Source: an optimization exercise on an open RTL-to-GDS flow (aim: small area, a short achievable clock period and few clock cycles per item). Production flows keep margins and buffers that such runs may drop.
Only simulation tests tie the RTL to the original design; equivalence was not proved.

==> job 5445: inputs <==
==> flow/design.v (excerpt) <==
module dct8_stream #(
    parameter int IN_W        = 8,
    parameter int OUT_W       = 14,
    parameter int LEVEL_SHIFT = 0
) (
    input  logic                    clk,
    input  logic                    rst,
    input  logic                    en,
    input  logic                    in_valid,
    output logic                    in_ready,
    input  logic [IN_W-1:0]         x0,
    input  logic [IN_W-1:0]         x1,
    input  logic [IN_W-1:0]         x2,
    input  logic [IN_W-1:0]         x3,
    input  logic [IN_W-1:0]         x4,
    input  logic [IN_W-1:0]         x5,
    input  logic [IN_W-1:0]         x6,
    input  logic [IN_W-1:0]         x7,
    output logic                    out_valid,
    input  logic                    out_ready,
    output logic signed [OUT_W-1:0] y0,
    output logic signed [OUT_W-1:0] y1,
    output logic signed [OUT_W-1:0] y2,
    output logic signed [OUT_W-1:0] y3,
    output logic signed [OUT_W-1:0] y4,
    output logic signed [OUT_W-1:0] y5,
  ...
export LEC_CHECK = 0
export CAP_MARGIN = 20
export CORE_MARGIN = 2
export CORE_UTILIZATION = 50
export SLEW_MARGIN = 20
export SYNTH_HIERARCHICAL = 1
create_clock -name core_clock -period 12.0 [get_ports {clk}]
standard.sh (not shown) runs the stock make flow with config.mk's settings and CLKGATE_MAP_FILE= SYNTH_SCRIPT=/design/flow/synth_recipe.tcl, a recipe that flattens the netlist after the stock synthesis.
==> flow/flow/run.sh <==
#!/bin/bash
# Standard ORFS layout, with repair_timing aiming below the clock period.
set -euo pipefail
bash standard.sh SETUP_SLACK_MARGIN=${MARGIN:-7} finish > standard_flow.log 2>&1
==> inputs of job 674, as changes to job 5445 <==
==> flow/flow/run.sh (replaced) <==
#!/bin/bash
# Standard ORFS layout, with repair_timing aiming below the clock period.
set -euo pipefail
bash standard.sh SETUP_SLACK_MARGIN=${MARGIN:-7.6} finish > standard_flow.log 2>&1
==> qor summary <==
metric                                                                        job 674                 job 5445
Status                                                        complete, no violations  complete, no violations
Post-route cell area                                                        41700 um2                39400 um2
Maximum number of pins on one net before global-route repair                       73                       74
Data buffer area share                                                          9.90%                    6.91%
Final std cells w/o fill                                                         4095                     3957
Delay contributed by the slowest stage of the critical path                   0.38 ns                  0.37 ns
Wire length of the first global-routing pass                                   133 mm                   129 mm
Detailed-routed wire length on met2                                           43.5 mm                  43.1 mm
Worst-skew pair later-pin latency                                             0.59 ns                  0.63 ns
Final worst setup slack                                                       7.11 ns                  6.98 ns
Area occupied by multi-input gates                                          26600 um2                25700 um2
Endpoint of the worst setup timing path                                         y6[9]                   y4[11]
R2r setup slk                                                                 7.19 ns                  7.07 ns
Area post-placement                                                         37400 um2                37000 um2
Met1 demand-to-capacity share in global routing                                 31.5%                    29.5%
Testbench counts of job 5445, summed over its fixed seeds: cycles 1,040, items 1,024.
Testbench counts of job 674, summed over its fixed seeds: cycles 1,040, items 1,024.

========
==> ember: inputs <==
dct8_stream, a different RTL version from the one above (not shown whole).
==> flow/design.v (excerpt) <==
module dct8_stream #(
    parameter int IN_W        = 8,
    parameter int OUT_W       = 14,
    parameter int LEVEL_SHIFT = 0
) (
    input  logic                    clk,
    input  logic                    rst,
    input  logic                    en,
    input  logic                    in_valid,
    output logic                    in_ready,
    input  logic [IN_W-1:0]         x0,
    input  logic [IN_W-1:0]         x1,
    input  logic [IN_W-1:0]         x2,
    input  logic [IN_W-1:0]         x3,
    input  logic [IN_W-1:0]         x4,
    input  logic [IN_W-1:0]         x5,
    input  logic [IN_W-1:0]         x6,
    input  logic [IN_W-1:0]         x7,
    output logic                    out_valid,
    input  logic                    out_ready,
    output logic signed [OUT_W-1:0] y0,
    output logic signed [OUT_W-1:0] y1,
    output logic signed [OUT_W-1:0] y2,
    output logic signed [OUT_W-1:0] y3,
    output logic signed [OUT_W-1:0] y4,
    output logic signed [OUT_W-1:0] y5,
    output logic signed [OUT_W-1:0] y6,
    output logic signed [OUT_W-1:0] y7
);
    logic sv;             
    logic v2;             
    logic r2, r3;         
    logic acc;
    assign in_ready = ~sv;
    assign acc      = in_valid & ~sv;
    assign r3 = ~out_valid | out_ready;
    assign r2 = ~v2 | r3;
    always_ff @(posedge clk) begin
        if (rst) begin
            sv        <= 1'b0;
            v2        <= 1'b0;
            out_valid <= 1'b0;
        end else if (en) begin
            if (r3) out_valid <= v2;
            if (r2) begin
                v2 <= sv | acc;
                sv <= 1'b0;
            end else if (acc) begin
                sv <= 1'b1;
            end
        end
    end
    logic [7:0] xin [8];
    logic [7:0] sk  [8];
    logic [7:0] xm  [8];
    assign xin[0] = x0;
    assign xin[1] = x1;
    assign xin[2] = x2;
    assign xin[3] = x3;
    assign xin[4] = x4;
    assign xin[5] = x5;
    assign xin[6] = x6;
    assign xin[7] = x7;
  ...
clock: 12.0 ns
lec_check: 0
cap_margin: 20
core_margin: 2
core_utilization: 50
setup_slack_margin: 5
slew_margin: 20
synth_hierarchical: 1
run.sh (not shown) runs the stock make flow with config.mk's settings and CLKGATE_MAP_FILE= SYNTH_SCRIPT=/design/flow/synth_recipe.tcl, a recipe that flattens the netlist after the stock synthesis.
Stock flow here: none of the scripts above is used.
==> indigo (differences from ember) <==
==> flow/flow/run.sh (new file) <==
#!/bin/bash
# Standard ORFS layout, with repair_timing aiming below the clock period.
set -euo pipefail
bash standard.sh SETUP_SLACK_MARGIN=${MARGIN:-6.5} finish > standard_flow.log 2>&1
==> flow/standard.sh (new file) <==
#!/bin/bash
# synth_recipe.tcl (not shown) runs the flow's synth.tcl, then flattens the netlist and writes it again
# the make line also repeats each setting of config.mk as NAME=value (left out here)
make -C /OpenROAD-flow-scripts/flow DESIGN_CONFIG=/design/flow/config.mk WORK_HOME=/design/flow/orfs CLKGATE_MAP_FILE= SYNTH_SCRIPT=/design/flow/synth_recipe.tcl "${@:-finish}"
- SETUP_SLACK_MARGIN: 5 -> not set
removed: flow/run.sh
==> qor summary <==
Register-to-Register Setup Slack: indigo 6.49 ns; ember 5.92 ns
Top routing layer used: indigo met4; ember met5
Final period util: indigo 45.9%; ember 50.7%
Vias per inst: indigo 5.51; ember 5.51
Wl on met1: indigo 34600 um; ember 33700 um
Delay contributed by the slowest stage of the critical path: indigo 0.55 ns; ember 0.74 ns
Sequential portion of the cell area: indigo 14.8%; ember 15.3%
Final design instance area without fill: indigo 40000 um2; ember 38700 um2
Hold EP: indigo sk[7][7]; ember sk[7][3]
Worst slew margin relative to its limit: indigo 33.6%; ember 34.1%
Result of the run: indigo finished clean; ember finished clean
Setup fix buffers added after clock tree synthesis: indigo 34; ember 0
RSZ-0062 raised after global routing: indigo true; ember false
Share of cell area taken by multi-input logic gates: indigo 67.7%; ember 67.7%
Crit path max-delay cell type: indigo fa_1; ember a31o_1
Overall via count from detail_route: indigo 23229; ember 22887
Buffers and inverters on the worst path: indigo 3; ember 2
Wirelength, routed: indigo 88100 um; ember 85100 um
Worst setup path startpoint: indigo a0_r[0]; ember a0_r[1]
Clock buffers created by TritonCTS: indigo 27; ember 29
Skew-Pair Late Insertion Delay: indigo 0.57 ns; ember 0.58 ns
Cell Area, Placed: indigo 37700 um2; ember 37700 um2
Testbench counts of ember, summed over its fixed seeds: cycles 1,040, items 1,024.
Testbench counts of indigo, summed over its fixed seeds: cycles 1,040, items 1,024.

-- port drivers added, routing unchanged --
Ports are ideal in the flow. The routed layouts listed here were re-timed in OpenROAD. Step 1 assumes that a clkbuf_16 drives the clock port and a buf_2 every other input. Step 2 adds t to the input delays and takes it off the output delays; t is the mean of the earliest and latest rising clock arrival at the registers after step 1. Input paths then give back, and output paths get back, about the clock's delay inside the block. Three values: ideal, step 1, step 2; two values: the first two.
| run | shift t [ns] | setup slack, ns | hold WS [ns] | clock arrival spread, ns | worst register clock-pin slew, ns |
|---|---|---|---|---|---|
| job 5445 | 0.673 | 6.981 / 6.922 / 7.031 | 0.494 / 0.494 / 0.494 | 0.030 / 0.030 | 0.07 / 0.07 |
| job 674 | 0.639 | 7.106 / 7.047 / 7.095 | 0.491 / 0.491 / 0.491 | 0.015 / 0.015 | 0.06 / 0.06 |
| ember | 0.630 | 5.921 / 5.921 / 5.921 | 0.493 / 0.493 / 0.493 | 0.031 / 0.032 | 0.08 / 0.08 |
| indigo | 0.628 | 6.488 / 6.488 / 6.488 | 0.492 / 0.492 / 0.492 | 0.020 / 0.020 | 0.07 / 0.07 |
After both steps setup and hold are still met in every run listed. For job 674, which loses most, drivers alone change the setup slack by -0.059 ns; drivers and shift together by -0.011 ns.
